Context: an optimization exercise on an open-source flow, tuned for small area, a short achievable clock period and few clock cycles per item. The choices shown serve that exercise and are no tape-out recipe. In this exercise RTL edits were held to simulation tests only and were not proved equivalent to the original. Power and IR drop assume default switching activity.

## design/flow/config.mk

```make
export PLATFORM = sky130hd
export DESIGN_NAME = axi_copy_master
export DESIGN_NICKNAME = axi_copy_master
export VERILOG_FILES = /design/flow/design.v
export SDC_FILE = /design/flow/constraint.sdc
export NUM_CORES = 4
export LEC_CHECK = 0
export ABC_CLOCK_PERIOD_IN_PS = 2500
export CAP_MARGIN = 20
export CORE_MARGIN = 2
export CORE_UTILIZATION = 55
export CTS_CLUSTER_DIAMETER = 100
export CTS_CLUSTER_SIZE = 30
export SETUP_SLACK_MARGIN = 3.6
export SLEW_MARGIN = 40
```

## design/flow/constraint.sdc

```tcl
create_clock -name core_clock -period 6.0 [get_ports {clk_i}]
set_input_delay 1.2000 -clock core_clock [delete_from_list [all_inputs] [get_ports {clk_i}]]
set_output_delay 1.2000 -clock core_clock [all_outputs]
set_load 0.01 [all_outputs]
```

## design/flow/design.v

```verilog
`default_nettype none
package axi_tb_pkg;
    localparam logic [1:0] AXI_BURST_INCR  = 2'b01;
    localparam logic [1:0] AXI_RESP_OKAY   = 2'b00;
    localparam logic [1:0] AXI_RESP_SLVERR = 2'b10;
    localparam int unsigned AXI_PAGE_BYTES = 4096;
    typedef enum logic [2:0] {
        ST_IDLE = 3'd0,
        ST_CHK  = 3'd1,
        ST_AR   = 3'd2,
        ST_R    = 3'd3,
        ST_AW   = 3'd4,
        ST_W    = 3'd5,
        ST_B    = 3'd6,
        ST_DONE = 3'd7
    } copy_state_e;
    function automatic logic [2:0] axi_size_of(input int unsigned data_wth);
        axi_size_of = $clog2(data_wth / 8);
    endfunction
endpackage
`default_nettype wire
`default_nettype none
module tb_beat_buf #(
    parameter int unsigned DEPTH  = 16,
    parameter int unsigned WIDTH  = 256,
    parameter int unsigned ADDR_W = 4
) (
    input  logic              clk_i,
    input  logic              we_i,
    input  logic [ADDR_W-1:0] waddr_i,
    input  logic [WIDTH-1:0]  wdata_i,
    input  logic [ADDR_W-1:0] raddr_i,
    output logic [WIDTH-1:0]  rdata_o
);
    logic [WIDTH-1:0] mem_q [DEPTH];
    always_ff @(posedge clk_i) begin
        if (we_i) begin
            mem_q[waddr_i] <= wdata_i;
        end
    end
    assign rdata_o = mem_q[raddr_i];
endmodule
`default_nettype wire
`default_nettype none
module axi_copy_master
#(
    parameter int unsigned ADDR_WTH  = 32,
    parameter int unsigned DATA_WTH  = 256,
    parameter int unsigned ID_WIDTH  = 4,
    parameter int unsigned BUF_DEPTH = 16,
    parameter int unsigned AXI_ID    = 0
) (
    input  logic                  clk_i,
    input  logic                  rst_i,
    input  logic                  cmd_valid,
    output logic                  cmd_ready,
    input  logic [ADDR_WTH-1:0]   cmd_src,
    input  logic [ADDR_WTH-1:0]   cmd_dst,
    input  logic [7:0]            cmd_len,
    output logic                  done,
    output logic                  err,
    output logic [ADDR_WTH-1:0]   awaddr,
    output logic [1:0]            awburst,
    output logic [3:0]            awcache,
    output logic [7:0]            awlen,
    output logic [ID_WIDTH-1:0]   awid,
    output logic                  awlock,
    output logic [2:0]            awprot,
    output logic [3:0]            awqos,
    output logic [3:0]            awregion,
    output logic [2:0]            awsize,
    output logic                  awvalid,
    input  logic                  awready,
    output logic [DATA_WTH-1:0]   wdata,
    output logic                  wlast,
    output logic [DATA_WTH/8-1:0] wstrb,
    output logic                  wvalid,
    input  logic                  wready,
    input  logic [1:0]            bresp,
    input  logic [ID_WIDTH-1:0]   bid,
    input  logic                  bvalid,
    output logic                  bready,
    output logic [ADDR_WTH-1:0]   araddr,
    output logic [1:0]            arburst,
    output logic [3:0]            arcache,
    output logic [7:0]            arlen,
    output logic [ID_WIDTH-1:0]   arid,
    output logic                  arlock,
    output logic [2:0]            arprot,
    output logic [3:0]            arqos,
    output logic [3:0]            arregion,
    output logic [2:0]            arsize,
    output logic                  arvalid,
    input  logic                  arready,
    input  logic [DATA_WTH-1:0]   rdata,
    input  logic                  rlast,
    input  logic [1:0]            rresp,
    input  logic [ID_WIDTH-1:0]   rid,
    input  logic                  rvalid,
    output logic                  rready
);
    localparam int unsigned   c_beat_bytes = DATA_WTH / 8;
    localparam int unsigned   c_lsb        = $clog2(c_beat_bytes);       
    localparam int unsigned   c_ba_w       = ADDR_WTH - c_lsb;           
    localparam int unsigned   c_pg_w       = 12 - c_lsb;                 
    localparam int unsigned   c_len_w      = $clog2(BUF_DEPTH);          
    localparam int unsigned   c_slots      = BUF_DEPTH - 2;              
    localparam logic [2:0]    c_axsize     = axi_tb_pkg::axi_size_of(DATA_WTH);
    logic                  busy_q;         
    logic                  idle_q;         
    logic [c_ba_w-1:0]     src_q, dst_q;   
    logic [c_len_w-1:0]    len_q;          
    logic                  arvalid_q, awvalid_q;
    logic                  err_q;
    logic                  hz_q;           
    logic                  wait_b_q;       
    logic                  w_unused;
    assign w_unused = ^{bid, rid};
    logic [c_pg_w:0]       w_s_end, w_d_end;
    logic                  w_reject;
    assign w_s_end  = {1'b0, cmd_src[11:c_lsb]} + {{(c_pg_w+1-c_len_w){1'b0}}, cmd_len[c_len_w-1:0]};
    assign w_d_end  = {1'b0, cmd_dst[11:c_lsb]} + {{(c_pg_w+1-c_len_w){1'b0}}, cmd_len[c_len_w-1:0]};
    assign w_reject = (cmd_len[7:c_len_w] != '0) | w_s_end[c_pg_w] | w_d_end[c_pg_w];
    logic w_accept;
    assign w_accept = cmd_valid & idle_q;
    logic                  rready_q;
    logic [c_len_w-1:0]    rcnt_q;         
    logic                  rdone_q;        
    logic                  rlast_q;        
    logic                  w_r_hs;
    logic                  w_r_last;
    assign w_r_hs   = rvalid & rready_q;
    assign w_r_last = rlast_q;
    logic [DATA_WTH-1:0]   slot_q [c_slots];
    logic [c_slots-1:0]    hp_q, tp_q;     
    logic [c_slots-1:0]    we_q;           
    logic [c_len_w-1:0]    cnt_q;          
    logic                  ring_ne_q;      
    logic [DATA_WTH-1:0]   out_q;
    logic                  oval_q;         
    logic                  wvalid_q;
    logic                  wlast_q;
    logic [c_len_w-1:0]    wcnt_q;         
    logic                  w_w_hs;
    logic                  w_ring_ne;      
    logic                  w_load;         
    logic                  w_pop, w_push;
    logic [DATA_WTH-1:0]   w_head;
    assign w_w_hs    = wvalid_q & wready;
    assign w_ring_ne = ring_ne_q;
    assign w_load    = ~oval_q | w_w_hs;
    assign w_pop     = w_load & w_ring_ne;
    assign w_push    = w_r_hs & ~(w_load & ~w_ring_ne);
    always_comb begin
        w_head = '0;
        for (int i = 0; i < c_slots; i++) begin
            w_head = w_head | ({DATA_WTH{hp_q[i]}} & slot_q[i]);
        end
    end
    for (genvar g = 0; g < c_slots; g++) begin : g_slot
        always_ff @(posedge clk_i) begin
            if (we_q[g]) begin
                slot_q[g] <= rdata;
            end
        end
    end
    logic [DATA_WTH-1:0] w_out_d;
    logic w_sel_head, w_sel_rdata, w_sel_hold;
    assign w_sel_head  = w_load & w_ring_ne;
    assign w_sel_rdata = w_load & ~w_ring_ne;
    assign w_sel_hold  = oval_q & ~w_w_hs;
    assign w_out_d = ({DATA_WTH{w_sel_head}}  & w_head)
                   | ({DATA_WTH{w_sel_rdata}} & rdata)
                   | ({DATA_WTH{w_sel_hold}}  & out_q);
    always_ff @(posedge clk_i) begin
        out_q <= w_out_d;
    end
    logic [c_len_w-1:0]    cnt_d, rcnt_d, wcnt_d;
    logic                  oval_d, rdone_d, wvalid_d, awvalid_d, busy_d;
    logic                  w_all_in;
    logic [c_slots-1:0]    tp_d;
    always_comb begin
        cnt_d = cnt_q;
        if (w_push & ~w_pop) cnt_d = cnt_q + 1'b1;
        if (~w_push & w_pop) cnt_d = cnt_q - 1'b1;
    end
    assign tp_d      = w_push ? {tp_q[c_slots-2:0], tp_q[c_slots-1]} : tp_q;
    assign oval_d    = w_load ? (w_ring_ne | w_r_hs) : 1'b1;
    assign rcnt_d    = w_accept ? '0 : rcnt_q + c_len_w'(w_r_hs);
    assign rdone_d   = w_accept ? 1'b0 : (rdone_q | (w_r_hs & w_r_last));
    assign wcnt_d    = w_accept ? '0 : wcnt_q + c_len_w'(w_w_hs);
    assign awvalid_d = (w_accept & ~w_reject) | (awvalid_q & ~awready);
    assign busy_d    = (w_accept & ~w_reject) | (busy_q & ~(bvalid & wait_b_q));
    assign w_all_in  = rdone_q | (rvalid & w_r_last);
    assign wvalid_d  = oval_d & ~(awvalid_q & ~awready) & (~hz_q | w_all_in) & ~wait_b_q;
    always_ff @(posedge clk_i or negedge rst_i) begin
        if (!rst_i) begin
            busy_q    <= 1'b0;
            idle_q    <= 1'b1;
            arvalid_q <= 1'b0;
            awvalid_q <= 1'b0;
            err_q     <= 1'b0;
            wait_b_q  <= 1'b0;
            rready_q  <= 1'b0;
            rcnt_q    <= '0;
            rdone_q   <= 1'b0;
            rlast_q   <= 1'b0;
            hp_q      <= c_slots'(1);
            tp_q      <= c_slots'(1);
            we_q      <= c_slots'(1);
            cnt_q     <= '0;
            ring_ne_q <= 1'b0;
            oval_q    <= 1'b0;
            wvalid_q  <= 1'b0;
            wcnt_q    <= '0;
        end else begin
            busy_q    <= busy_d;
            idle_q    <= ~busy_d;
            arvalid_q <= (w_accept & ~w_reject) | (arvalid_q & ~arready);
            awvalid_q <= awvalid_d;
            if (w_accept) begin
                err_q <= w_reject;
            end else begin
                err_q <= err_q
                       | (w_r_hs & ((rresp != axi_tb_pkg::AXI_RESP_OKAY) | (rlast != w_r_last)))
                       | (bvalid & wait_b_q & (bresp != axi_tb_pkg::AXI_RESP_OKAY));
            end
            wait_b_q  <= ~(bvalid & wait_b_q) & (wait_b_q | (w_w_hs & wlast_q));
            rready_q  <= ~(oval_d & (cnt_d == c_len_w'(c_slots)));
            rcnt_q    <= rcnt_d;
            rdone_q   <= rdone_d;
            rlast_q   <= (rcnt_d == (w_accept ? cmd_len[c_len_w-1:0] : len_q));
            if (w_pop)  hp_q <= {hp_q[c_slots-2:0], hp_q[c_slots-1]};
            tp_q      <= tp_d;
            we_q      <= tp_d & {c_slots{cnt_d != c_len_w'(c_slots)}};
            cnt_q     <= cnt_d;
            ring_ne_q <= (cnt_d != '0);
            oval_q    <= oval_d;
            wvalid_q  <= wvalid_d;
            wcnt_q    <= wcnt_d;
        end
    end
    logic [2*c_ba_w+c_len_w-1:0] w_cmd_d, w_cmd_q;
    assign w_cmd_q = {src_q, dst_q, len_q};
    assign w_cmd_d = ({(2*c_ba_w+c_len_w){w_accept}}
                      & {cmd_src[ADDR_WTH-1:c_lsb], cmd_dst[ADDR_WTH-1:c_lsb], cmd_len[c_len_w-1:0]})
                   | ({(2*c_ba_w+c_len_w){~idle_q}} & w_cmd_q);
    always_ff @(posedge clk_i) begin
        {src_q, dst_q, len_q} <= w_cmd_d;
    end
    logic [c_pg_w:0] w_pdiff;
    logic            w_hz;
    assign w_pdiff = {1'b0, dst_q[c_pg_w-1:0]} - {1'b0, src_q[c_pg_w-1:0]};
    assign w_hz    = (dst_q[c_ba_w-1:c_pg_w] == src_q[c_ba_w-1:c_pg_w])
                   & (w_pdiff[c_pg_w:c_len_w] == '0) & (w_pdiff[c_len_w-1:0] != '0)
                   & (w_pdiff[c_len_w-1:0] <= len_q);
    always_ff @(posedge clk_i) begin
        hz_q <= w_hz;
    end
    always_ff @(posedge clk_i) begin
        wlast_q <= (wcnt_d == (w_accept ? cmd_len[c_len_w-1:0] : len_q));
    end
    logic done_q;
    always_ff @(posedge clk_i or negedge rst_i) begin
        if (!rst_i) done_q <= 1'b0;
        else        done_q <= (w_accept & w_reject) | (bvalid & wait_b_q);
    end
    assign cmd_ready = ~busy_q;
    assign done      = done_q;
    assign err       = err_q;
    assign bready    = 1'b1;
    assign rready    = rready_q;
    assign araddr   = {src_q, {c_lsb{1'b0}}};
    assign arlen    = 8'(len_q);
    assign arsize   = c_axsize;
    assign arburst  = axi_tb_pkg::AXI_BURST_INCR;
    assign arid     = ID_WIDTH'(AXI_ID);
    assign arcache  = 4'd0;
    assign arlock   = 1'b0;
    assign arprot   = 3'd0;
    assign arqos    = 4'd0;
    assign arregion = 4'd0;
    assign arvalid  = arvalid_q;
    assign awaddr   = {dst_q, {c_lsb{1'b0}}};
    assign awlen    = 8'(len_q);
    assign awsize   = c_axsize;
    assign awburst  = axi_tb_pkg::AXI_BURST_INCR;
    assign awid     = ID_WIDTH'(AXI_ID);
    assign awcache  = 4'd0;
    assign awlock   = 1'b0;
    assign awprot   = 3'd0;
    assign awqos    = 4'd0;
    assign awregion = 4'd0;
    assign awvalid  = awvalid_q;
    assign wdata    = out_q;
    assign wstrb    = '1;
    assign wlast    = wlast_q;
    assign wvalid   = wvalid_q;
endmodule
`default_nettype wire
```

## design/flow/flow/run.sh

```bash
#!/bin/bash
set -euo pipefail
export BUFFER_PORTS_ARGS="-buffer_cell sky130_fd_sc_hd__buf_2"
bash standard.sh > standard.log 2>&1
```

## design/flow/standard.sh

```bash
#!/bin/bash
# synth_recipe.tcl (not shown) runs the flow's synth.tcl, then flattens the netlist and writes it again
# the make line also repeats each setting of config.mk as NAME=value (left out here)
make -C /OpenROAD-flow-scripts/flow DESIGN_CONFIG=/design/flow/config.mk WORK_HOME=/design/flow/orfs CLKGATE_MAP_FILE= SYNTH_SCRIPT=/design/flow/synth_recipe.tcl "${@:-finish}"
```

==> run notes, run 1 <==
Layout:
- The library cell used most frequently in the layout, excluding fill and tap cells, is sky130_fd_sc_hd__edfxtp_1.
- Relative to the synthesized area, the layout overhead comes to 11.5%.
- The library cells used most frequently in the layout, excluding fill and tap cells, are 3584 x sky130_fd_sc_hd__edfxtp_1, 768 x sky130_fd_sc_hd__a221oi_1, 580 x sky130_fd_sc_hd__nand2_1.
- The ratio of cells with drive above 1 in the final layout is 0.170.
- For this run, the post-layout net count is 9000.

Drt:
- The first detailed-routing pass ran for 6 iterations.
- The number of DRC markers after the initial detailed-route iteration is 10800.
- Across all layers, the routed design uses 81900 vias.
- In this run the remaining antenna-violating nets after routing total 0.
- The DRC violation count after routing is 0.
- The wire length per cell after detailed routing is 34.7 µm.
- Wires add up to 423000 µm.
- The via density per instance is 6.71.

Worst setup path:
- The data arrival time at the worst-slack endpoint is 1.40 ns.
- In this run the critical register-to-register path is launched from hp_q[0]$_DFFE_PN1P_.
- The buffering stage count on the worst path with inverters included is 2.
- The number of cells on the worst reg-to-reg path is 6.
- STA classifies the critical path startpoint as a flip-flop.
- For flop-to-flop paths, the worst setup slack is 3.62 ns.
- The end of the worst register-to-register path is out_q[119]$_DFF_P_.
- The required time of the critical path is 4.80 ns.
- The signal on the critical path passes through inv_2 > buf_6.
- The startpoint-to-endpoint class of the critical path is reg -> out.
- The slowest library cell on the worst path is sky130_fd_sc_hd__dfrtp_1.
- In this design, the stage delay of the slowest critical-path cell is 0.41 ns.
- In this run the worst path has a maximum fanout of 2.
- The capturing element type of the critical path is an output pin.
- On the critical path the largest part of the delay comes from flip-flops.

Placement:
- The last weighted congestion value of the routability-driven placer is 0.865.
- The final HPWL from detailed placement is 198000 µm.
- The count of port buffers added during placement is 656.

Timing:
- The maximum frequency from static timing analysis is 0.384 GHz.
- The number of max-slew violations in the final report is 0.
- The worst clock skew on the final layout is 0.0345 ns.
- Setup violations remaining at the end of the flow were counted as 0.
- The max-slew headroom at the worst pin is 0.379.
- The worst hold slack after final layout is 0.374 ns.
- Of the available clock period, the critical path in the final layout requires 0.434.
- Setup total negative slack on the finished layout was measured at 0 ns.
- At the pin with the least slew margin, the transition time is 0.932 ns.
- The number of hold violations in the final report is 0.
- After layout, the minimum clock period comes to 2.60 ns.
- Setup repair after global routing could not meet its margin everywhere.

Clock network:
- Clock-pin slew was measured on the worst setup and hold paths at 0.12 ns.
- The tree is rooted in a sky130_fd_sc_hd__clkbuf_16.
- The longest clock path from root to sink contains 3 buffers.
- The clock tree synthesis step divided the H-tree into 4 levels.
- The CTS sink count is 3967.
- The source-to-sink clock delay at the later pin of the worst-skew pair is 0.87 ns.
- TritonCTS built the clock tree.
- Clock tree synthesis inserted a total of 151 buffers.
- The hold buffer count at cts is 0.

Floorplan:
- The floorplan step defined a core boundary enclosing 0.259 mm².
- The die covers 0.264 mm².
- In this run the count of I/O pins placed on the die edge is 776.
- The die height is 514 µm.
- The total number of placement rows is 187.
- For this configuration, the core starts out at a cell density of 0.552.
- The die is 514 µm wide.

Pwr:
- The largest voltage drop on the vdd net is 0.292 mV.
- The share of total power dissipated in combinational logic is 0.116.
- The switching fraction of total power is 0.241.
- The switching power total is 12000 µW.
- For this design the ratio of total power to cell area is 313 mW/mm².
- The fraction of power consumed by the clock network is 0.262.
- The sequential share of power is 0.622.
- The leakage component of the power is 0.0509 µW.
- The internal power of the cells totals 37900 µW.

Run status:
- The run finished with no timing, DRC or antenna violations.

Synth:
- The sequential area share after synthesis is 0.809.
- In this run the mean area of a mapped cell was 17.7 µm².
- For this run, asynchronously set or reset flops after synthesis account for 0.0169.
- sky130_fd_sc_hd__edfxtp_1 takes more of the synthesized area than any other cell.
- The number of synthesized register bits is 3967.
- For this run, the leading register cell type out of synthesis is sky130_fd_sc_hd__edfxtp_1.
- The synthesized design contains 3584 enable-type register cells.
- Yosys printed 2 warnings.
- After synthesis the cells add up to 0.143 mm².
- The number of standard cells after synthesis is 8084.
- The number of different library cells used by synthesis comes to 57.
- The share of synthesized area in the top cell type comes to 0.753.
- By area the synthesized netlist is led by sky130_fd_sc_hd__edfxtp_1 75%, sky130_fd_sc_hd__a221oi_1 4.7%, sky130_fd_sc_hd__dfxtp_1 4.4%.

Global routing:
- The first global-routing pass estimated 582000 µm of wire.
- The maximum number of pins on one net before global-route repair is 149.
- For this run, the total global-route usage over all layers was measured as 0.308.
- The number of antenna violations at the first check in global routing is 121.
- The global-route congestion overflow total is 0.
- The number of global-route vias before repair was 78400.

Min path:
- In this run the worst hold path is classified as in -> async.

Run:
- The reported max-cap violation count is 0.
==> area by class of cell <==
class,instances,area (µm²)
sequential,3967,116000
fill,18800,99800
multi-input combinational,3504,24500
timing repair buffer,933,9300
clock buffer,259,4270
tap,3402,4260
inverter,70,263
clock inverter,14,164
antenna,49,123
==> stage by stage <==
stage	util	setup slack [ns]	area, µm²	power [µW]	cells
floorplan	-	3.52	143000	34200	8183
finish	0.615	3.40	159000	49900	12200
detailed placement	0.580	2.80	150000	36300	11700
global route	0.614	3.32	159000	51400	12200
CTS	0.611	3.33	158000	49800	12100
global placement	0.578	2.69	150000	36100	11700
==> power by group through the flow <==
stage                     Combinational, µW  Sequential (µW)  Clock, µW
after floorplan                        2680            31500          0
after global placement                 4590            31600          0
after detailed placement               4700            31600          0
after CTS                              5580            31000      13200
after global routing                   6190            31100      14100
final                                  5780            31100      13100
==> kinds of logic (layout without fill, tap and decap cells) <==
| family | count (synthesis) | count (layout) | share of synthesized area |
|---|---|---|---|
| DFF | 3967 | 3967 | 0.809 |
| buffers and inverters | 713 | 1276 | 0.0224 |
| adders and majority gates | 24 | 24 | 0.00215 |
| AOI/OAI and AO/OA | 2416 | 2416 | 0.137 |
| xor gates and xnor gates | 38 | 38 | 0.00238 |
| muxes | 29 | 29 | 0.00228 |
| other | 2 | 150 | 0.0000526 |
| and+or+nand+nor | 895 | 896 | 0.0243 |
==> what timing repair did <==
action                     4_1_cts  5_1_grt
gates resized for setup        800       46
gates cloned                     5        9
setup buffers                   88       23
setup endpoints to repair      676      444
pin swaps                        7       10
==> worst max-delay path by stage <==
stage | from | to | slack (ns) | cells past startpoint
3_5_place_dp | wready | we_q[11]$_DFF_PN0_ | 2.80 | 6
3_3_place_gp | wready | we_q[9]$_DFF_PN0_ | 2.69 | 6
2_1_floorplan | we_q[0]$_DFF_PN1_ | slot_q[0][0]$_DFFE_PP_ | 3.52 | 0
6_report | busy_q$_DFF_PN0_ | cmd_ready | 3.40 | 2
5_1_grt | busy_q$_DFF_PN0_ | cmd_ready | 3.32 | 2
4_1_cts | busy_q$_DFF_PN0_ | cmd_ready | 3.33 | 2
==> Yosys cell counts, drive strengths merged (63+ instances only) <==
cell type	n
inv	70
nand2	581
dfrtp	63
a41o	256
clkbuf	412
a22o	512
edfxtp	3584
o21ai	320
buf	231
dfxtp	316
nor2	271
a22oi	512
a221oi	768
==> metal layers <==
metal  GRT usage  wire (µm)  vias to the layer above
met1       0.434     170000                    43300
met3      0.0576      38600                      527
met5           0        538                        -
met2       0.503     204000                     3892
met4      0.0682       9370                       92
li1            -          -                    34100
==> sequential cells by signal, summed over array words and instances (netlist names), 4 cells and up <==
register  flops
src_q        27
dst_q        27
we_q         14
wcnt_q        4
out_q       256
rcnt_q        4
hp_q         14
tp_q         14
len_q         4
cnt_q         4
slot_q     3584
Testbench counts, summed over its fixed seeds: cycles 8,625, items 512.
==> run 2, diff against run 1 <==
--- a/design/flow/config.mk
+++ b/design/flow/config.mk
@@ -8,7 +8,7 @@
 export ABC_CLOCK_PERIOD_IN_PS = 2500
 export CAP_MARGIN = 20
 export CORE_MARGIN = 2
-export CORE_UTILIZATION = 55
+export CORE_UTILIZATION = 50
 export CTS_CLUSTER_DIAMETER = 100
 export CTS_CLUSTER_SIZE = 30
 export SETUP_SLACK_MARGIN = 3.6
==> run 2 against run 1 <==
Compared with the run above:
- count of clock-buffer cells in the layout is 4 higher
- sequential share of layout area fell by 0.47 points
- clock power rose by 3%
- largest cell class unchanged
- critical endpoint is now arvalid
- still clean on timing, DRC and antenna
- largest power group unchanged
- utilization down 5.2 points
- first-iteration DRC count down 1.6%
- synthesized cell count is the same
==> run notes, run 2 <==
Run status:
- The flow ran to the end and the layout has no timing, DRC or antenna violations.

Layout:
- In the final layout, the share of cells above drive strength 1 is 0.172.
- The register bank with the most flops is slot_q.
- The largest registers in the layout are slot_q x3584, out_q x256.
- The number of nets in the layout is 9023.
- In the layout the commonest cells are 3584 x sky130_fd_sc_hd__edfxtp_1, 768 x sky130_fd_sc_hd__a221oi_1, 581 x sky130_fd_sc_hd__nand2_1.
- The most common library cell in the layout ignoring fill and taps is sky130_fd_sc_hd__edfxtp_1.
- The final non-filler cell total is 12600.
- The flip-flop count of the largest register after layout is 3584.
- The growth of design area from synthesis to finish is 12.1%.

Pwr:
- The leakage component of the power is 0.0512 µW.
- In this run the power density over the cells is 316 mW/mm².
- The largest voltage drop on the vdd net is 0.257 mV.

Clock network:
- In this run, post-CTS hold repair placed 0 buffers.
- The maximum count of clock buffers along a single path is 4.
- The clock slew seen by the registers of the worst setup and hold paths is 0.10 ns.
- The CTS tree is done.
- The clock tree synthesis step divided the H-tree into 4 levels.
- Clock tree synthesis selected as its root buffer the cell sky130_fd_sc_hd__clkbuf_16.
- Counting every sink on the clock net gives 3967.
- The later pin in the worst-skew pair is clocked with a latency of 0.90 ns.
- The clock buffer count from CTS is 157.

Drt:
- The aggregate routed wire length is 433000 µm.
- The number of DRC markers after the initial detailed-route iteration is 10600.
- The detail route stage leaves a number of antenna-violating nets equal to 0.
- In the final routed layout, each cell accounts on average for 34.4 µm.
- The via count is 82100.
- The via density per instance is 6.52.
- The DRC violation count after routing is 0.
- The number of detailed-routing iterations run before antenna repair is 5.

Worst setup path:
- For the worst setup path, the data required time is 4.80 ns.
- The capturing element type of the critical path is an output pin.
- The startpoint-to-endpoint class of the critical path is reg -> out.
- For this run, the slowest stage of the critical path takes 0.47 ns.
- The critical path goes through buf_6.
- On the critical path, the stage with the largest delay is an instance of sky130_fd_sc_hd__dfrtp_2.
- The kind of cell adding the most delay to the critical path is flip-flops.
- STA puts the critical path data arrival time at 1.51 ns.
- The number of buffers and inverters on the critical path is 1.
- The worst setup path is launched from a flip-flop.
- The maximum fanout count along the critical path is 2.

Synth:
- The cell taking the most area after synthesis is sky130_fd_sc_hd__edfxtp_1.
- For this run, the register share of the synthesized area comes to 0.809.
- For this run, asynchronously set or reset flops after synthesis account for 0.0169.
- Ranked by total cell area, the synthesized netlist is headed by sky130_fd_sc_hd__edfxtp_1 75%, sky130_fd_sc_hd__a221oi_1 4.7%, sky130_fd_sc_hd__dfxtp_1 4.4%.
- In this run, synthesis inferred 3584 flip-flops with an integrated enable.
- The most instantiated library cell after synthesis is sky130_fd_sc_hd__edfxtp_1.
- The mean post-synth cell area is 17.7 µm².
- Counting every instance in the synthesized netlist gives 8084.
- After synthesis the cells add up to 0.143 mm².
- Counting instances in the post-synthesis netlist gives the leading cell types as 3584 x sky130_fd_sc_hd__edfxtp_1, 768 x sky130_fd_sc_hd__a221oi_1, 581 x sky130_fd_sc_hd__nand2_1.
- In this run, distinct cell masters in the synthesized netlist total 57.
- The number of synthesized register bits is 3967.
- The leading register cell type out of synthesis is sky130_fd_sc_hd__edfxtp_1.
- During synthesis, Yosys emitted a total of 2 warnings.
- The share of synthesized area in the top cell type comes to 0.753.

Timing:
- In the finished design, the share of the clock period the worst path needs comes to 0.452.
- Timing would allow up to 0.369 GHz.
- In this run the tightest slew margin relative to its limit is 0.387.
- The actual slew at the worst max-slew pin is 0.920 ns.
- The final critical-path required period is 2.71 ns.
- The number of hold violations in the final report is 0.
- Setup repair after global routing could not meet its margin everywhere.
- The worst clock skew on the final layout is 0.0433 ns.
- The total negative slack is 0 ns.
- The number of max-slew violations in the final report is 0.
- The setup slack of the critical path after layout is 3.29 ns.
- The worst hold slack after final layout is 0.390 ns.
- The total of endpoints with negative setup slack in the final report is 0.

Global routing:
- In the global route stage, overall resource usage came out at 0.288.
- The global-route congestion overflow total is 0.
- The number of antenna violations at the first check in global routing is 129.
- The number of global-route vias before repair was 78400.
- The maximum number of pins on one net before global-route repair is 109.
- The first global-routing pass estimated 600000 µm of wire.

Placement:
- The final HPWL from detailed placement is 198000 µm.
- The placed cell count is 12100.
- At the end of routability-driven placement, the weighted congestion stood at 0.966.
- The count of port buffers added during placement is 656.
- The worst slack at placement is 2.59 ns.

Floorplan:
- The total number of placement rows is 196.
- The die covers 0.290 mm².
- The number of placed I/O pins is 776.
- The total area inside the core boundary comes to 0.285 mm².
- The die height is 539 µm.
- The initial core utilization is 0.502.
- The die is 539 µm wide.

Run:
- Max-cap violations in this run came to 0.

Min path:
- The worst min-delay path category is in -> async.
## run 2: cell counts after synthesis
No cell type changed its count.
## run 2: logic make-up after synthesis
| kind of cell | share of synthesized area |
|---|---|
| fa+ha+maj | 0.00215 |
| simple gates | 0.0243 |
| flops | 0.809 |
| other cells | 0.0000526 |
| xor+xnor | 0.00238 |
| mux | 0.00228 |
| compound gates | 0.137 |
| buf+inv | 0.0224 |
## run 2: cell type report
| type | instances | area [µm²] |
|---|---|---|
| Tap cell | 3762 | 4710 |
| Multi-Input combinational cell | 3504 | 24500 |
| Clock inverter | 19 | 243 |
| Fill cell | 21700 | 125000 |
| Clock buffer | 263 | 4410 |
| Antenna cell | 57 | 143 |
| Inverter | 70 | 265 |
| Timing Repair Buffer | 950 | 9680 |
| Sequential cell | 3967 | 116000 |
## run 2: power by group
group	leakage, µW	switching [µW]	internal (µW)
Clock	0.00222	8270	5210
Combinational	0.0133	3720	2390
Sequential	0.0358	400	30600
## run 2: routing by layer
layer,part of all wire,up-vias,global-route usage
met1,0.40,43100,0.404
met4,0.024,88,0.0709
li1,-,34200,-
met3,0.10,541,0.0584
met5,0.0013,-,0
met2,0.47,4206,0.465
## run 2: worst paths after layout
kind | start | endpoint | slack [ns] | depth (start not counted)
min in group core_clock | out_q[43]$_DFF_P_ | out_q[43]$_DFF_P_ | 0.46 | 2
min | rst_i | done_q$_DFF_PN0_ | 0.39 | 2
max reg2reg | wvalid_q$_DFF_PN0_ | ring_ne_q$_DFF_PN0_ | 3.62 | 7
max | arvalid_q$_DFF_PN0_ | arvalid | 3.29 | 1
min reg2reg | out_q[43]$_DFF_P_ | out_q[43]$_DFF_P_ | 0.46 | 2
max in group asynchronous | rst_i | hp_q[4]$_DFFE_PN0P_ | 5.08 | 2
## run 2: repair_timing
item                       in CTS  in global routing
gates cloned                   15                  3
resized for setup             815                 24
setup buffers                  92                 41
pin swaps                       1                  9
setup endpoints to repair     637                511
## run 2: per-stage QoR
step           instance area (µm²)  utilization  power (µW)
6_report                    160000        0.563       50600
5_1_grt                     160000        0.562       52000
3_3_place_gp                150000        0.527       36300
4_1_cts                     159000        0.559       50600
2_1_floorplan               143000            -       34200
3_5_place_dp                151000        0.529       36400
==> run 3, diff against run 2 <==
--- a/design/flow/config.mk
+++ b/design/flow/config.mk
@@ -8,7 +8,7 @@
 export ABC_CLOCK_PERIOD_IN_PS = 2500
 export CAP_MARGIN = 20
 export CORE_MARGIN = 2
-export CORE_UTILIZATION = 50
+export CORE_UTILIZATION = 58
 export CTS_CLUSTER_DIAMETER = 100
 export CTS_CLUSTER_SIZE = 30
 export SETUP_SLACK_MARGIN = 3.6
==> run 3 against run 2 <==
Compared with the run above:
- still clean on timing, DRC and antenna
- clock power is 4% lower
- sequential power about the same
- highest routed layer unchanged
- critical path depth stayed put
==> run notes, run 3 <==
Global routing:
- For this run, the total global-route usage over all layers was measured as 0.320.
- For this run the aggregate overflow at the end of global routing stands at 0.
- Entering global routing, the biggest net connects 147 pins.
- The number of antenna violations at the first check in global routing was 119.
- The first global-routing pass estimated 573000 µm of wire.
- The number of global-route vias before repair was 77900.

Synth:
- Of all flip-flops after synthesis, the portion carrying an async set or reset was 0.0169.
- Of the synthesized area, sequential elements account for 0.809.
- The most common cell in the synthesized netlist is sky130_fd_sc_hd__edfxtp_1.
- In the synthesized netlist, the cells that appear most often are 3584 x sky130_fd_sc_hd__edfxtp_1, 768 x sky130_fd_sc_hd__a221oi_1, 581 x sky130_fd_sc_hd__nand2_1.
- Dividing the synthesized area by the synthesized cell count gives 17.7 µm².
- The synthesized netlist occupies a cell area of 0.143 mm².
- After synthesis the netlist holds a flip-flop and latch count of 3967.
- The cell taking the most area after synthesis is sky130_fd_sc_hd__edfxtp_1.
- The leading register cell type out of synthesis is sky130_fd_sc_hd__edfxtp_1.
- Ranked by total cell area, the synthesized netlist is headed by sky130_fd_sc_hd__edfxtp_1 75%, sky130_fd_sc_hd__a221oi_1 4.7%, sky130_fd_sc_hd__dfxtp_1 4.4%.
- The share of synthesized area in the top cell type comes to 0.753.
- Yosys mapped a number of flops with a built-in enable equal to 3584.
- Yosys mapped the design onto 57 distinct sky130hd cell types.
- In the synthesized netlist, the number of instances is 8084.
- The count of warnings emitted by yosys is 2.

Pwr:
- The power density normalized to cell area is 314 mW/mm².
- The power consumption is 49700 µW.
- Summed over all cells, the static leakage comes to 0.0507 µW.
- Across the VDD grid, the largest voltage drop is 0.321 mV.

Worst setup path:
- At the worst endpoint, the required time is 4.80 ns.
- The worst setup path is of the reg -> out kind.
- For this run, the slowest stage of the critical path takes 0.43 ns.
- The signal on the critical path passes through buf_2.
- The maximum fanout count along the critical path is 2.
- For this design, the slowest cell found on the critical path is sky130_fd_sc_hd__dfrtp_1.
- The kind of cell adding the most delay to the critical path is flip-flops.
- The worst setup path is launched from a flip-flop.
- The register-to-register path setup slack is 3.63 ns.
- The number of buffers and inverters on the critical path is 1.
- STA classifies the critical path endpoint as an output pin.
- The data arrival time at the worst-slack endpoint is 1.43 ns.

Clock network:
- The buffer cell driving the clock tree root is sky130_fd_sc_hd__clkbuf_16.
- In this run, CTS created clock tree buffers numbering 150.
- The clock slew seen by the registers of the worst setup and hold paths is 0.12 ns.
- The CTS tree is done.
- Buffers inserted to repair hold after CTS numbered 0.
- The source-to-sink clock delay at the later pin of the worst-skew pair is 0.87 ns.
- The deepest level of the CTS H-tree is 4.
- The CTS sink count is 3967.
- The maximum count of clock buffers along a single path is 3.

Timing:
- The max-slew headroom at the worst pin is 0.329.
- The worst clock skew on the final layout is 0.0350 ns.
- The post-route clock period utilization is 0.438.
- The total of endpoints with negative setup slack in the final report is 0.
- For the pin with the worst max-slew slack, the measured transition is 1.01 ns.
- The number of max-slew violations in the final report is 0.
- Derived from the worst setup path, the maximum achievable clock frequency is 0.380 GHz.
- The worst path meets setup with 3.37 ns of slack.
- The final critical-path required period is 2.63 ns.
- Adding up every negative setup slack in the final design gives 0 ns.
- Setup repair after global routing could not meet its margin everywhere.
- The number of hold violations in the final report is 0.

Layout:
- In the final layout, the registers with the most flip-flops are slot_q x3584, out_q x256.
- Relative to the synthesized area, the layout overhead comes to 11.0%.
- The final non-filler cell total is 12000.
- slot_q holds more flip-flops than any other register.
- The ratio of cells with drive above 1 in the final layout is 0.166.
- The filler cell count is 17200.
- The most common library cell in the layout ignoring fill and taps is sky130_fd_sc_hd__edfxtp_1.
- In the final layout, the multi-input gates occupy 0.0245 mm².
- The library cells used most frequently in the layout, excluding fill and tap cells, are 3584 x sky130_fd_sc_hd__edfxtp_1, 767 x sky130_fd_sc_hd__a221oi_1, 580 x sky130_fd_sc_hd__nand2_1.
- The number of nets in the layout is 8973.
- The flip-flop count of the largest register after layout is 3584.
- The area of all sequential standard cells is 0.116 mm².

Floorplan:
- The initial core utilization is 0.582.
- The die outline area is 0.250 mm².
- Measured along the x axis, the die boundary spans 500 µm.
- The number of placed I/O pins is 776.
- The die is 500 µm tall.
- The floorplan has 182 rows.
- The floorplan core area is 0.245 mm².

Placement:
- The final HPWL from detailed placement is 189000 µm.
- The last weighted congestion value of the routability-driven placer is 0.770.
- The worst slack at placement is 2.61 ns.
- The count of port buffers added during placement is 656.
- The placed cell count is 11500.

Drt:
- After the first detailed-routing iteration, the DRC count stood at 10600.
- The via count is 81300.
- The detail route stage leaves a number of antenna-violating nets equal to 0.
- In the final routed layout, each cell accounts on average for 34.4 µm.
- The via density per instance is 6.79.
- After detailed routing, the number of remaining DRC violations is 0.
- The aggregate routed wire length is 412000 µm.
- The number of detailed-routing iterations run before antenna repair is 5.

Min path:
- The worst min-delay path category is in -> async.

Run status:
- The flow ran to the end and the layout has no timing, DRC or antenna violations.

Run:
- The tool flagged a number of max-cap violations equal to 0.
-- run 3: cell counts after synthesis --
Identical to the previous run, type by type.
-- run 3: logic make-up (layout without fill, tap and decap cells) --
| logic type | count (synthesis) | after routing | share of synthesized area |
|---|---|---|---|
| flops | 3967 | 3967 | 0.809 |
| compound gates | 2416 | 2416 | 0.137 |
| simple gates | 895 | 895 | 0.0243 |
| buf+inv | 713 | 1241 | 0.0224 |
| xor+xnor | 38 | 38 | 0.00238 |
| mux | 29 | 29 | 0.00228 |
| fa+ha+maj | 24 | 24 | 0.00215 |
| other cells | 2 | 146 | 0.0000526 |
-- run 3: path summary, 6_finish.rpt --
kind / startpoint / to / depth (start not counted)
setup / recovery: rready_q$_DFF_PN0_ / rready / 1
hold / removal: rst_i / awvalid_q$_DFF_PN0_ / 2
setup reg to reg: hp_q[8]$_DFFE_PN0P_ / out_q[112]$_DFF_P_ / 6
hold reg to reg: out_q[12]$_DFF_P_ / out_q[12]$_DFF_P_ / 2
max in group asynchronous: rst_i / hp_q[2]$_DFFE_PN0P_ / 2
min in group core_clock: out_q[12]$_DFF_P_ / out_q[12]$_DFF_P_ / 2
-- run 3: cell type report --
cell class	count	area share
antenna	45	0.000710
clock buffer	256	0.0270
clock inverter	7	0.000489
inverter	70	0.00166
multi-input combinational	3503	0.154
sequential	3967	0.733
tap	3220	0.0254
timing repair buffer	908	0.0572
-- run 3: metal layers --
metal,GRT usage,vias to the layer above,wire [µm]
met5,0,-,536
met4,0.0761,90,9430
met3,0.0626,508,40300
met2,0.516,3981,197000
met1,0.454,42700,165000
li1,-,34000,-
-- run 3: timing repair --
action,in CTS,in global routing
pin swaps,3,3
setup endpoints to repair,591,468
gates cloned,6,5
buffers inserted,70,33
gates resized for setup,798,25
-- run 3: where the power goes --
group	leakage, µW	switching (µW)	internal (µW)
logic	0.0129	3430	2300
registers	0.0358	423	30600
clock network	0.00208	7960	5020
total	0.0507	11800	37900
-- run 3: per-stage QoR --
| step | utilization | cell area, µm² | hold slack, ns |
|---|---|---|---|
| 2_1_floorplan | - | 143000 | 0.457 |
| 3_3_place_gp | 0.609 | 149000 | 0.430 |
| 3_5_place_dp | 0.610 | 150000 | 0.434 |
| 4_1_cts | 0.642 | 158000 | 0.404 |
| 5_1_grt | 0.646 | 158000 | 0.444 |
| 6_report | 0.646 | 159000 | 0.441 |
==> run 4, diff against run 3 <==
--- a/design/flow/config.mk
+++ b/design/flow/config.mk
@@ -8,8 +8,8 @@
 export ABC_CLOCK_PERIOD_IN_PS = 2500
 export CAP_MARGIN = 20
 export CORE_MARGIN = 2
-export CORE_UTILIZATION = 58
+export CORE_UTILIZATION = 55
 export CTS_CLUSTER_DIAMETER = 100
 export CTS_CLUSTER_SIZE = 30
-export SETUP_SLACK_MARGIN = 3.6
+export SETUP_SLACK_MARGIN = 4.0
 export SLEW_MARGIN = 40
==> run 4 against run 3 <==
Compared with the run above:
- critical path depth is the same
- largest power group unchanged
- clock power is essentially flat
- first-iteration DRC count grew 35%
- highest routed layer unchanged
- still clean on timing, DRC and antenna
- global-route usage grew 3.9 points
- largest cell class unchanged
- sequential share of layout area shrank 4.9 points
- non-clock buffer count grew 379
- synthesized area is the same
- fmax grew 0.30%
- flip-flop and latch count is the same
==> run notes, run 4 <==
Layout:
- Of the cells placed in the final design, the portion with a size suffix greater than 1 is 0.269.
- Registers take 0.116 mm².
- Compared with the post-synthesis result, the final layout area differs by 19.1%.
- At the end of the flow, the number of nets in the layout was 9356.
- The most common library cell in the layout ignoring fill and taps is sky130_fd_sc_hd__edfxtp_1.
- The layout has 17600 filler cells.
- Summing all multi-input logic gate instances after layout gives 0.0284 mm².
- The largest registers in the layout are slot_q x3584, out_q x256.
- The register bank with the most flops is slot_q.
- The register with the most flip-flops in the layout has 3584 of them.
- Leaving out fill and tap cells, the most frequent cells in the layout are 3584 x sky130_fd_sc_hd__edfxtp_1, 575 x sky130_fd_sc_hd__nand2_1, 512 x sky130_fd_sc_hd__a22o_1.

Synth:
- Counting distinct cell types in the post-synthesis netlist gives 57.
- Of the total synthesized cell area, the portion taken by XOR and XNOR cells is 0.00238.
- After synthesis the netlist holds a flip-flop and latch count of 3967.
- Among all cell types in the netlist, the one instantiated most often is sky130_fd_sc_hd__edfxtp_1.
- The largest family of logic cells by synthesized area is compound AO/OA/AOI/OAI gates.
- The share of synthesized area in the top cell type comes to 0.753.
- The area of the mapped netlist is 0.143 mm².
- The count of warnings emitted by yosys is 2.
- By area the synthesized netlist is led by sky130_fd_sc_hd__edfxtp_1 75%, sky130_fd_sc_hd__a221oi_1 4.7%, sky130_fd_sc_hd__dfxtp_1 4.4%.
- For this run, the register share of the synthesized area comes to 0.809.
- The compound-cell area share of the yosys netlist is 0.137.
- The leading register cell type out of synthesis is sky130_fd_sc_hd__edfxtp_1.
- The number of standard cells after synthesis is 8084.
- The adder-cell share of the synthesized area is 0.00215.
- The portion of synthesized area spent on multiplexers is 0.00228.
- Sorting the synthesized cells by how often they occur yields 3584 x sky130_fd_sc_hd__edfxtp_1, 768 x sky130_fd_sc_hd__a221oi_1, 581 x sky130_fd_sc_hd__nand2_1.
- The cell taking the most area after synthesis is sky130_fd_sc_hd__edfxtp_1.
- Of the total synthesized cell area, the portion taken by AND, OR, NAND and NOR gates is 0.0243.
- Counting flops with a built-in enable in the synthesized netlist gives 3584.
- The mean post-synth cell area is 17.7 µm².
- For this run, asynchronously set or reset flops after synthesis account for 0.0169.

Drt:
- The via density per instance is 7.03.
- The wire length per cell after detailed routing is 40.7 µm.
- The number of detailed-routing iterations run before antenna repair is 6.
- The via count is 88300.
- The number of DRC markers after the initial detailed-route iteration is 14300.
- The number of nets with antenna violations after detailed routing is 0.
- The aggregate routed wire length is 511000 µm.
- After detailed routing, the number of remaining DRC violations is 0.

Clock network:
- The clock net in this run drives a total of 3967 sinks.
- The hold buffer count at cts is 0.
- TritonCTS created 151 clock buffers.
- TritonCTS built the clock tree.
- The deepest level of the CTS H-tree is 4.
- The clock slew seen by the registers of the worst setup and hold paths is 0.12 ns.
- Clock latency on the worst-skew pair, taken at its later pin, is 0.88 ns.
- No sink is reached through more buffers than the 3 on the longest clock path.
- CTS placed an instance of sky130_fd_sc_hd__clkbuf_16 at the clock tree root.

Min path:
- In this run the worst hold path is classified as in -> async.

Floorplan:
- Row generation in the floorplan step produced 187 rows.
- The die extent in x is 514 µm.
- The initial core utilization is 0.552.
- In this run the standard cell core region covers 0.259 mm².
- The number of placed I/O pins is 776.
- In this run the vertical extent of the chip is 514 µm.
- The die covers 0.264 mm².

Worst setup path:
- Data on the critical path arrives at its endpoint at 1.42 ns.
- The worst setup path endpoint is wdata[23].
- The maximum fanout count along the critical path is 2.
- The signal on the critical path passes through buf_6.
- The worst setup path is launched from a flip-flop.
- The number of buffers and inverters on the critical path is 1.
- Counting cells, the worst reg-to-reg path comes to 12.
- The worst setup path startpoint is out_q[23]$_DFF_P_.
- The critical path in this run is classified as reg -> out.
- The end of the worst register-to-register path is hz_q$_DFF_P_.
- The slowest library cell on the worst path is sky130_fd_sc_hd__dfxtp_4.
- In this design, the stage delay of the slowest critical-path cell is 0.43 ns.
- In this run the number of cells on the critical path is 1.
- The startpoint identified for the worst register-to-register timing path is dst_q[1]$_DFF_P_.
- The kind of cell with the highest combined delay along the critical path is flip-flops.
- The required time of the critical path is 4.80 ns.
- The register-to-register path setup slack is 3.68 ns.
- The capturing element type of the critical path is an output pin.

Timing:
- The maximum frequency from static timing analysis is 0.381 GHz.
- Setup total negative slack on the finished layout was measured at 0 ns.
- Dividing the final minimum period by the clock period gives 0.437.
- The routed design could run at a clock period as short as 2.62 ns.
- For the pin with the worst max-slew slack, the measured transition is 0.981 ns.
- Setup repair after global routing could not meet its margin everywhere.
- The number of hold violations in the final report is 0.
- The clock arrives with 0.0324 ns of skew.
- The total of endpoints with negative setup slack in the final report is 0.
- The number of max-slew violations in the final report came to 0.
- The worst pin sits at a relative slew slack of 0.346.

Placement:
- The congestion estimate from routability-driven global placement came to 0.865.
- The count of port buffers added during placement is 656.
- The final HPWL from detailed placement is 198000 µm.

Global routing:
- The global-route usage over all layers is 0.358.
- The first global-routing pass estimated 655000 µm of wire.
- The number of global-route vias before repair is 81400.
- The maximum number of pins on one net before global-route repair is 99.
- The global-route congestion overflow total is 0.
- The number of antenna violations at the first check in global routing is 131.

Pwr:
- Summed over all nets, the switching power comes to 12700 µW.
- The share of total power dissipated in the clock network is 0.260.
- The share of total power dissipated in combinational logic is 0.132.
- After layout, the design draws a total of 51000 µW.
- Of the total power, the share spent switching nets is 0.249.
- The power density normalized to cell area is 300 mW/mm².
- The worst-case IR drop observed on VDD is 0.289 mV.
- The leakage component of the power is 0.0554 µW.
- The sequential share of power is 0.608.
- The internal portion of the total power is 38300 µW.

Run:
- Max-cap violations in this run came to 0.

Run status:
- The run finished with no timing, DRC or antenna violations.
[run 4: cell types whose count changed in the layout (fill, tap and decap cells not counted), sizes merged, moves of 6 or more]
cell    change
bufbuf     +11
diode      +14
buf       +315
inv         +6
clkbuf     +56
[run 4: repair_timing]
item,in CTS,in global routing
endpoints found under the setup margin,2224,721
cloned,102,69
resized for setup,1225,550
setup buffers,229,84
pin swaps,177,360
[run 4: cell type report]
class	instances	share of cell area
clock buffers	259	0.0251
multi-input cells	3506	0.167
inverters	70	0.00157
diodes	59	0.000868
flip-flops and latches	3967	0.684
repair buffers	1287	0.0962
clock inverters	14	0.000963
well taps	3402	0.0250
[run 4: cells by family (layout without fill, tap and decap cells)]
kind of cell | count (synthesis) | after routing
AOI/OAI and AO/OA | 2416 | 2417
xor gates and xnor gates | 38 | 38
adders and majority gates | 24 | 24
buffers and inverters | 713 | 1630
DFF | 3967 | 3967
muxes | 29 | 29
other | 2 | 160
and+or+nand+nor | 895 | 897
[run 4: power by group through the flow]
stage | registers, µW | logic, µW | clock network, µW
after floorplan | 31500 | 2680 | 0
after global routing | 31000 | 7040 | 14100
final | 31000 | 6730 | 13200
after CTS | 31000 | 6190 | 13200
after global placement | 31600 | 4590 | 0
after detailed placement | 31600 | 4700 | 0
[run 4: layer usage]
layer,share of wire,GRT usage,wire (µm),up-vias
met1,0.37,0.497,190000,46300
met4,0.041,0.118,21100,110
li1,-,-,-,35000
met5,0.0013,0,681,-
met3,0.13,0.0782,64000,951
met2,0.46,0.568,236000,6019
[run 4: stage by stage]
stage	hold slack, ns	setup WS (ns)	util	std cells	instance area [µm²]
finish	0.375	3.38	0.657	12600	170000
global route	0.372	3.32	0.657	12500	170000
CTS	0.346	3.33	0.636	12400	165000
detailed placement	0.435	2.80	0.580	11700	150000
global placement	0.431	2.69	0.578	11700	150000
floorplan	0.457	3.52	-	8183	143000
[run 4: worst min-delay path by stage]
| stage | start | endpoint | slack, ns |
|---|---|---|---|
| 2_1_floorplan | wait_b_q$_DFF_PN0_ | wvalid_q$_DFF_PN0_ | 0.46 |
| 3_3_place_gp | out_q[61]$_DFF_P_ | out_q[61]$_DFF_P_ | 0.43 |
| 3_5_place_dp | out_q[193]$_DFF_P_ | out_q[193]$_DFF_P_ | 0.43 |
| 4_1_cts | rst_i | awvalid_q$_DFF_PN0_ | 0.35 |
| 5_1_grt | rst_i | awvalid_q$_DFF_PN0_ | 0.37 |
| 6_report | rst_i | busy_q$_DFF_PN0_ | 0.37 |
==> run 5, diff against run 4 <==
--- a/design/flow/config.mk
+++ b/design/flow/config.mk
@@ -11,5 +11,5 @@
 export CORE_UTILIZATION = 55
 export CTS_CLUSTER_DIAMETER = 100
 export CTS_CLUSTER_SIZE = 30
-export SETUP_SLACK_MARGIN = 4.0
+export SETUP_SLACK_MARGIN = 3.45
 export SLEW_MARGIN = 40
==> run 5 against run 4 <==
Compared with the run above:
- fmax down 0.41%
- synthesized area unchanged
- combinational power down 19%
- sequential power about the same
- global-route usage down 5.6 points
- cell count down 3.1%
- non-clock buffer count down 386
- largest cell class unchanged
- largest power group unchanged
==> run notes, run 5 <==
Floorplan:
- The floorplan step set the die height to 514 µm.
- The core region is 0.259 mm².
- The total number of placement rows is 187.
- The initial core utilization is 0.552.
- In this run the count of I/O pins placed on the die edge is 776.
- The die outline area is 0.264 mm².
- The die is 514 µm wide.

Synth:
- The mean post-synth cell area is 17.7 µm².
- The commonest cells after synthesis are 3584 x sky130_fd_sc_hd__edfxtp_1, 768 x sky130_fd_sc_hd__a221oi_1, 581 x sky130_fd_sc_hd__nand2_1.
- For this run, asynchronously set or reset flops after synthesis account for 0.0169.
- The number of synthesized register bits is 3967.
- The area of the mapped netlist is 0.143 mm².
- The most used flip-flop cell after synthesis is sky130_fd_sc_hd__edfxtp_1.
- The compound-cell area share of the yosys netlist is 0.137.
- After synthesis, the largest family of logic cells by area is compound AO/OA/AOI/OAI gates.
- After synthesis, the share of cell area in mux cells is 0.00228.
- The fraction of post-synthesis cell area in the top cell type by area is 0.753.
- The sequential area share after synthesis is 0.809.
- Of the total synthesized cell area, the portion taken by XOR and XNOR cells is 0.00238.
- The adder-cell share of the synthesized area is 0.00215.
- The number of flops mapped to enable cells by yosys is 3584.
- The largest total area in the synthesized netlist belongs to sky130_fd_sc_hd__edfxtp_1.
- Counting every instance in the synthesized netlist gives 8084.
- Among all cell types in the netlist, the one instantiated most often is sky130_fd_sc_hd__edfxtp_1.
- For this run, the number of Yosys warnings is 2.
- After synthesis, the cell types taking the most area are sky130_fd_sc_hd__edfxtp_1 75%, sky130_fd_sc_hd__a221oi_1 4.7%, sky130_fd_sc_hd__dfxtp_1 4.4%.
- Of the total synthesized cell area, the portion taken by AND, OR, NAND and NOR gates is 0.0243.
- The number of different library cells in the post-synthesis netlist is 57.

Layout:
- The largest registers in the layout are slot_q x3584, out_q x256.
- The flip-flop count of the largest register after layout is 3584.
- The ratio of cells with drive above 1 in the final layout is 0.167.
- The register bank with the most flops is slot_q.
- The net count of the finished layout is 8970.
- In the layout the commonest cells are 3584 x sky130_fd_sc_hd__edfxtp_1, 768 x sky130_fd_sc_hd__a221oi_1, 581 x sky130_fd_sc_hd__nand2_1.
- Relative to the synthesized area, the layout overhead comes to 11.0%.
- The finished cells cover 0.159 mm².
- Leaving out fill and tap cells, the most frequent cell in the layout is sky130_fd_sc_hd__edfxtp_1.

Worst setup path:
- STA classifies the critical path startpoint as a flip-flop.
- STA classifies the critical path endpoint as an output pin.
- The critical path goes through inv_1 > buf_2.
- The maximum fanout count along the critical path is 2.
- The required time of the critical path is 4.80 ns.
- The startpoint-to-endpoint class of the critical path is reg -> out.
- The data arrival time at the worst-slack endpoint is 1.43 ns.
- On the critical path, the stage with the largest delay is an instance of sky130_fd_sc_hd__dfrtp_1.
- On the worst path, the slowest cell contributes a delay of 0.39 ns.

Global routing:
- Global routing finished with a remaining overflow of 0.
- Across every metal layer, demand over resource in global routing totals 0.302.
- The number of global-route vias before repair is 77400.
- Entering global routing, the biggest net connects 127 pins.
- The number of antenna violations at the first check in global routing is 110.
- The first global-routing pass estimated 573000 µm of wire.

Drt:
- The number of nets with antenna violations after detailed routing is 0.
- Before antenna repair, the detailed router went through 6 iterations.
- The via count is 80800.
- In the routed layout, each cell is associated on average with a via count of 6.63.
- The wire length per cell after detailed routing is 33.5 µm.
- The DRC violation count after routing is 0.
- The aggregate routed wire length is 408000 µm.
- The number of DRC markers after the initial detailed-route iteration is 10600.

Placement:
- The count of port buffers added during placement is 656.
- Detailed placement ended at an HPWL of 195000 µm.
- The area after detailed placement is 0.150 mm².
- Routability-driven placement finished with a final weighted congestion of 0.823.

Pwr:
- The leakage component of the power is 0.0507 µW.
- The largest voltage drop on the vdd net is 0.311 mV.
- For this design the ratio of total power to cell area is 314 mW/mm².

Timing:
- The post-route clock period utilization is 0.439.
- The actual slew at the worst max-slew pin is 1.06 ns.
- The total negative slack is 0 ns.
- The number of hold violations in the final report is 0.
- For the final database, setup skew stands at 0.0359 ns.
- Setup repair after global routing could not meet its margin everywhere.
- The total of endpoints with negative setup slack in the final report is 0.
- The number of max-slew violations in the final report is 0.
- Static timing analysis puts the maximum clock frequency at 0.380 GHz.
- In this run the tightest slew margin relative to its limit is 0.293.
- The final critical-path required period is 2.63 ns.

Clock network:
- The clock buffer count from CTS is 153.
- Counting every sink on the clock net gives 3967.
- In this run the clock root is driven by a sky130_fd_sc_hd__clkbuf_16.
- The clock reaches the later pin of the worst-skew pair after 0.87 ns.
- After clock tree synthesis, the clock-pin slew on the worst setup and hold paths is 0.11 ns.
- The CTS tree is done.
- The maximum count of clock buffers along a single path is 3.
- CTS built an H-tree with a depth of 4.

Run:
- The reported max-cap violation count is 0.

Run status:
- The flow ran to the end and the layout has no timing, DRC or antenna violations.

Min path:
- The min-delay analysis places its worst path in the category in -> async.
[run 5: cell counts after synthesis]
Identical to the previous run, type by type.
[run 5: cell type report]
type                    count  area [µm²]
inverters                  70         263
flip-flops and latches   3967      116000
clock buffers             262        4410
well taps                3402        4260
multi-input cells        3504       24400
clock inverters            22         208
repair buffers            901        8570
fillers                 18700      100000
diodes                     50         125
[run 5: cell families after synthesis]
group,Yosys count
DFF,3967
AOI/OAI and AO/OA,2416
and+or+nand+nor,895
buffers and inverters,713
xor gates and xnor gates,38
muxes,29
adders and majority gates,24
other,2
[run 5: layer usage]
layer / GRT usage / part of all wire / vias up
met5: 0 / 0.0013 / -
met4: 0.0740 / 0.024 / 84
met3: 0.0571 / 0.089 / 517
met2: 0.493 / 0.48 / 3727
met1: 0.424 / 0.40 / 42400
li1: - / - / 34000
[run 5: worst paths after layout]
check                                    startpoint  slack, ns                   to  cells past startpoint
max in group asynchronous                     rst_i       5.02  hp_q[5]$_DFFE_PN0P_                      2
worst max register to register  hp_q[0]$_DFFE_PN1P_       3.47   out_q[173]$_DFF_P_                      7
worst min register to register   out_q[239]$_DFF_P_       0.45   out_q[239]$_DFF_P_                      2
worst min-delay path                          rst_i       0.44  wcnt_q[3]$_DFF_PN0_                      2
min in group core_clock          out_q[239]$_DFF_P_       0.45   out_q[239]$_DFF_P_                      2
worst max-delay path               busy_q$_DFF_PN0_       3.37            cmd_ready                      2
[run 5: what timing repair did]
item	4_1_cts	5_1_grt
resized for setup	789	15
hold buffers	0	0
setup buffers	67	22
gates cloned	2	0
pin swaps	1	0
endpoints found under the setup margin	592	431
[run 5: where the power goes]
part | switching (µW) | internal (µW) | total (µW)
registers | 465 | 30600 | 31000
clock network | 8120 | 5180 | 13300
logic | 3270 | 2190 | 5460
[run 5: critical path: cells and delay by family, from the launching register on]
family	cells	cell delay, ns
buffers and inverters	2	0.18
DFF	1	0.39
[run 5: per-stage QoR]
stage,hold WS (ns),setup WS (ns),utilization,power [µW],cells
2_1_floorplan,0.457,2.39,-,34200,8183
3_3_place_gp,0.430,2.51,0.578,36100,11700
3_5_place_dp,0.435,2.64,0.580,36200,11700
4_1_cts,0.407,3.31,0.610,49900,12100
5_1_grt,0.444,3.29,0.612,51300,12100
6_report,0.440,3.37,0.612,49800,12200
==> run 6, diff against run 5 <==
--- a/design/flow/config.mk
+++ b/design/flow/config.mk
@@ -11,5 +11,6 @@
 export CORE_UTILIZATION = 55
 export CTS_CLUSTER_DIAMETER = 100
 export CTS_CLUSTER_SIZE = 30
-export SETUP_SLACK_MARGIN = 3.45
+export PLACE_DENSITY = 0.7
+export SETUP_SLACK_MARGIN = 3.6
 export SLEW_MARGIN = 40
==> run 6 against run 5 <==
Compared with the run above:
- still clean
- sequential power is essentially flat
- via count up 2.8%
- cell count rose by 0.34%
- flip-flop and latch count unchanged
- die area did not move
- hold slack better by 0.0050 ns
- combinational power increased by 9.3%
- largest cell class unchanged
==> run notes, run 6 <==
Run status:
- The flow ran to the end and the layout has no timing, DRC or antenna violations.

Clock network:
- The clock slew seen by the registers of the worst setup and hold paths is 0.12 ns.
- For this design, the sink count on the clock tree is 3967.
- The buffer cell driving the clock tree root is sky130_fd_sc_hd__clkbuf_16.
- Hold repair after CTS inserted 0 buffers.
- The deepest level of the CTS H-tree is 4.
- The maximum count of clock buffers along a single path is 3.
- The source-to-sink clock delay at the later pin of the worst-skew pair is 0.88 ns.
- The clock buffer count from CTS is 155.
- TritonCTS built the clock tree.

Pwr:
- The power density normalized to cell area is 316 mW/mm².
- The largest voltage drop on the vdd net is 0.300 mV.
- For this design the static power due to leakage is 0.0511 µW.

Global routing:
- For this run, the total global-route usage over all layers was measured as 0.301.
- Summed over all layers, the global routing overflow is 0.
- The first global-routing pass estimated 573000 µm of wire.
- The number of global-route vias before repair is 79000.
- The number of antenna violations at the first check in global routing was 123.
- The maximum number of pins on one net before global-route repair is 143.

Min path:
- The worst min-delay path category is in -> async.

Timing:
- The total negative slack is 0 ns.
- Setup repair after global routing could not meet its margin everywhere.
- The clock period could shrink to 2.66 ns.
- The worst clock skew on the final layout is 0.0386 ns.
- The number of hold violations in the final report is 0.
- The number of max-slew violations in the final report came to 0.
- For the pin with the worst max-slew slack, the measured transition is 1.04 ns.
- The setup slack of the critical path after layout is 3.34 ns.
- The worst pin sits at a relative slew slack of 0.304.
- Based on the critical path, the design can be clocked at up to 0.375 GHz.
- In the finished design, the share of the clock period the worst path needs comes to 0.444.
- Setup violations remaining at the end of the flow were counted as 0.

Synth:
- For this run, the leading register cell type out of synthesis is sky130_fd_sc_hd__edfxtp_1.
- The average instance in the mapped netlist occupies 17.7 µm².
- The cell taking the most area after synthesis is sky130_fd_sc_hd__edfxtp_1.
- Yosys mapped a number of flops with a built-in enable equal to 3584.
- The number of standard cells after synthesis is 8084.
- The sequential area share after synthesis is 0.809.
- The number of different library cells in the post-synthesis netlist is 57.
- After synthesis, the most frequently instantiated cells are 3584 x sky130_fd_sc_hd__edfxtp_1, 768 x sky130_fd_sc_hd__a221oi_1, 581 x sky130_fd_sc_hd__nand2_1.
- The number of synthesized register bits is 3967.
- In the post-synthesis netlist, the biggest area contributors are sky130_fd_sc_hd__edfxtp_1 75%, sky130_fd_sc_hd__a221oi_1 4.7%, sky130_fd_sc_hd__dfxtp_1 4.4%.
- The area of the mapped netlist is 0.143 mm².
- The Yosys step of the flow raised 2 warnings.
- The share of flip-flops with an asynchronous set or reset is 0.0169.
- sky130_fd_sc_hd__edfxtp_1 is the most common cell in the netlist.
- Of the post-synthesis cell area, the dominant cell type holds 0.753.

Layout:
- The largest registers in the layout are slot_q x3584, out_q x256.
- For this run, the post-layout net count is 8997.
- After routing the design area is 0.159 mm².
- The ratio of cells with drive above 1 in the final layout is 0.171.
- The most common library cell in the layout ignoring fill and taps is sky130_fd_sc_hd__edfxtp_1.
- In the layout the commonest cells are 3584 x sky130_fd_sc_hd__edfxtp_1, 762 x sky130_fd_sc_hd__a221oi_1, 581 x sky130_fd_sc_hd__nand2_1.
- The final non-filler cell total is 12200.
- The register bank with the most flops is slot_q.
- The flip-flop count of the largest register after layout is 3584.
- The growth of design area from synthesis to finish is 11.6%.

Worst setup path:
- The depth of the most critical reg-to-reg path is 7.
- The kind of cell adding the most delay to the critical path is flip-flops.
- The buffering stage count on the worst path with inverters included is 1.
- The critical path starts at rready_q$_DFF_PN0_.
- In this run the critical register-to-register path is launched from hp_q[12]$_DFFE_PN0P_.
- STA classifies the critical path endpoint as an output pin.
- The signal on the critical path passes through buf_6.
- The largest individual stage delay along the critical path comes from the cell sky130_fd_sc_hd__dfrtp_1.
- The data arrival time at the worst-slack endpoint is 1.46 ns.
- The critical path is of the reg -> out type.
- For this run, the slowest stage of the critical path takes 0.45 ns.
- The maximum fanout count along the critical path is 2.
- The register-to-register path setup slack is 3.61 ns.
- The endpoint identified for the worst register-to-register timing path is out_q[115]$_DFF_P_.
- The required time of the critical path is 4.80 ns.
- The launching element type of the critical path is a flip-flop.

Floorplan:
- The floorplan core area is 0.259 mm².
- The die extent in x is 514 µm.
- The total number of placement rows is 187.
- The die outline area is 0.264 mm².
- The die height is 514 µm.
- For this configuration, the core starts out at a cell density of 0.552.
- Pin placement for this block handled 776 I/O pins.

Placement:
- After detailed placement, the design holds a cell count of 11700.
- Routability-driven placement finished with a final weighted congestion of 0.857.
- The area after detailed placement is 0.150 mm².
- Before CTS, the worst setup slack after placement is 2.93 ns.
- During placement, the flow inserted port buffers numbering 656.
- Once detailed placement completed, the half-perimeter wirelength came to 195000 µm.

Drt:
- The count of nets left with antenna violations once routing finished came out at 0.
- The number of DRC markers after the initial detailed-route iteration is 13100.
- The aggregate routed wire length is 412000 µm.
- Using the TritonRoute via totals, the vias-per-cell ratio works out to 6.79.
- The pre-antenna-repair detailed-routing pass consisted of 6 iterations.
- Dividing the detail-routed wire length by the instance count gives 33.7 µm.
- The DRC violation count after routing is 0.
- The detailed router placed 83000 vias in this run.

Run:
- Across the run, the number of max-cap violations was 0.
==> run 6: changes by cell type in the layout (fill, tap and decap cells not counted), sizes merged, moves of 2 or more <==
cell	previous run	this run
bufinv	0	3
buf	898	914
bufbuf	1	5
clkbuf	264	271
inv	86	80
clkinv	6	13
diode	50	60
clkinvlp	0	2
==> run 6: timing repair <==
item | 4_1_cts | 5_1_grt
buffers inserted | 86 | 34
cloned | 5 | 6
gates resized for setup | 793 | 40
pin swaps | 0 | 14
endpoints found under the setup margin | 716 | 417
==> run 6: through the flow <==
step	util	hold slack (ns)	power, µW
2_1_floorplan	-	0.457	34200
3_3_place_gp	0.577	0.430	36200
3_5_place_dp	0.580	0.436	36400
4_1_cts	0.612	0.416	50200
5_1_grt	0.615	0.444	51700
6_report	0.616	0.445	50400
==> run 6: final cells by class <==
type                            count  area (µm²)
Antenna cell                       60         150
Clock buffer                      263        4330
Clock inverter                     28         459
Fill cell                       18100       99500
Inverter                           70         263
Multi-Input combinational cell   3503       24500
Sequential cell                  3967      116000
Tap cell                         3402        4260
Timing Repair Buffer              927        9210
==> run 6: layer usage <==
layer | vias to the layer above | track usage | wire, µm
met5 | - | 0 | 585
met4 | 94 | 0.107 | 15600
met3 | 688 | 0.0641 | 47800
met2 | 5421 | 0.479 | 193000
met1 | 42700 | 0.415 | 155000
li1 | 34100 | - | -
==> run 6: how the worst max path moves through the flow <==
stage,slack [ns],to,depth (start not counted)
2_1_floorplan,3.52,slot_q[0][0]$_DFFE_PP_,0
3_3_place_gp,2.16,rready_q$_DFF_PN0_,6
6_report,3.34,rready,1
4_1_cts,3.28,done,1
3_5_place_dp,2.93,we_q[2]$_DFF_PN0_,6
5_1_grt,3.27,cmd_ready,2
==> run 6: logic make-up after synthesis <==
kind of cell,synth area share
flops,0.809
compound gates,0.137
simple gates,0.0243
buf+inv,0.0224
xor+xnor,0.00238
mux,0.00228
fa+ha+maj,0.00215
other cells,0.0000526
==> run 6: report_power, final <==
group / switching (µW) / internal, µW
clock network: 8210 / 5230
logic: 3680 / 2300
registers: 391 / 30600
total: 12300 / 38100

==> afterwards: timing with drivers on the ports <==
How much do the figures lean on ideal ports? The routed layouts below were timed once more, with nothing changed but the port constraints.
Step 1: set_driving_cell puts a clkbuf_16 on clk_i and a buf_2 on each other input, an assumption about the parent block.
Step 2 also shifts input and output timing later by t, the mid clock arrival at the registers, as if the neighbouring blocks saw the same clock.
Slacks: ideal ports / drivers / drivers and shift; pairs: ideal ports / drivers.
| run | t, ns | slack for setup (ns) | worst register clock-pin slew, ns | cell pins on the clock port's net |
|---|---|---|---|---|
| run 1 | 0.945 | 3.399 / 3.300 / 2.953 | 0.12 / 0.12 | 1 |
| run 2 | 0.994 | 3.287 / 3.185 / 2.934 | 0.12 / 0.12 | 1 |
| run 3 | 0.949 | 3.370 / 3.273 / 3.025 | 0.12 / 0.12 | 1 |
| run 4 | 0.968 | 3.378 / 3.268 / 3.143 | 0.12 / 0.12 | 1 |
| run 5 | 0.957 | 3.367 / 3.264 / 2.746 | 0.12 / 0.12 | 1 |
| run 6 | 0.961 | 3.336 / 3.231 / 3.036 | 0.12 / 0.12 | 1 |
After both steps setup and hold are still met in every run listed. The setup slack of run 5, which loses most, moves by -0.103 ns with the drivers and by -0.621 ns with both steps.
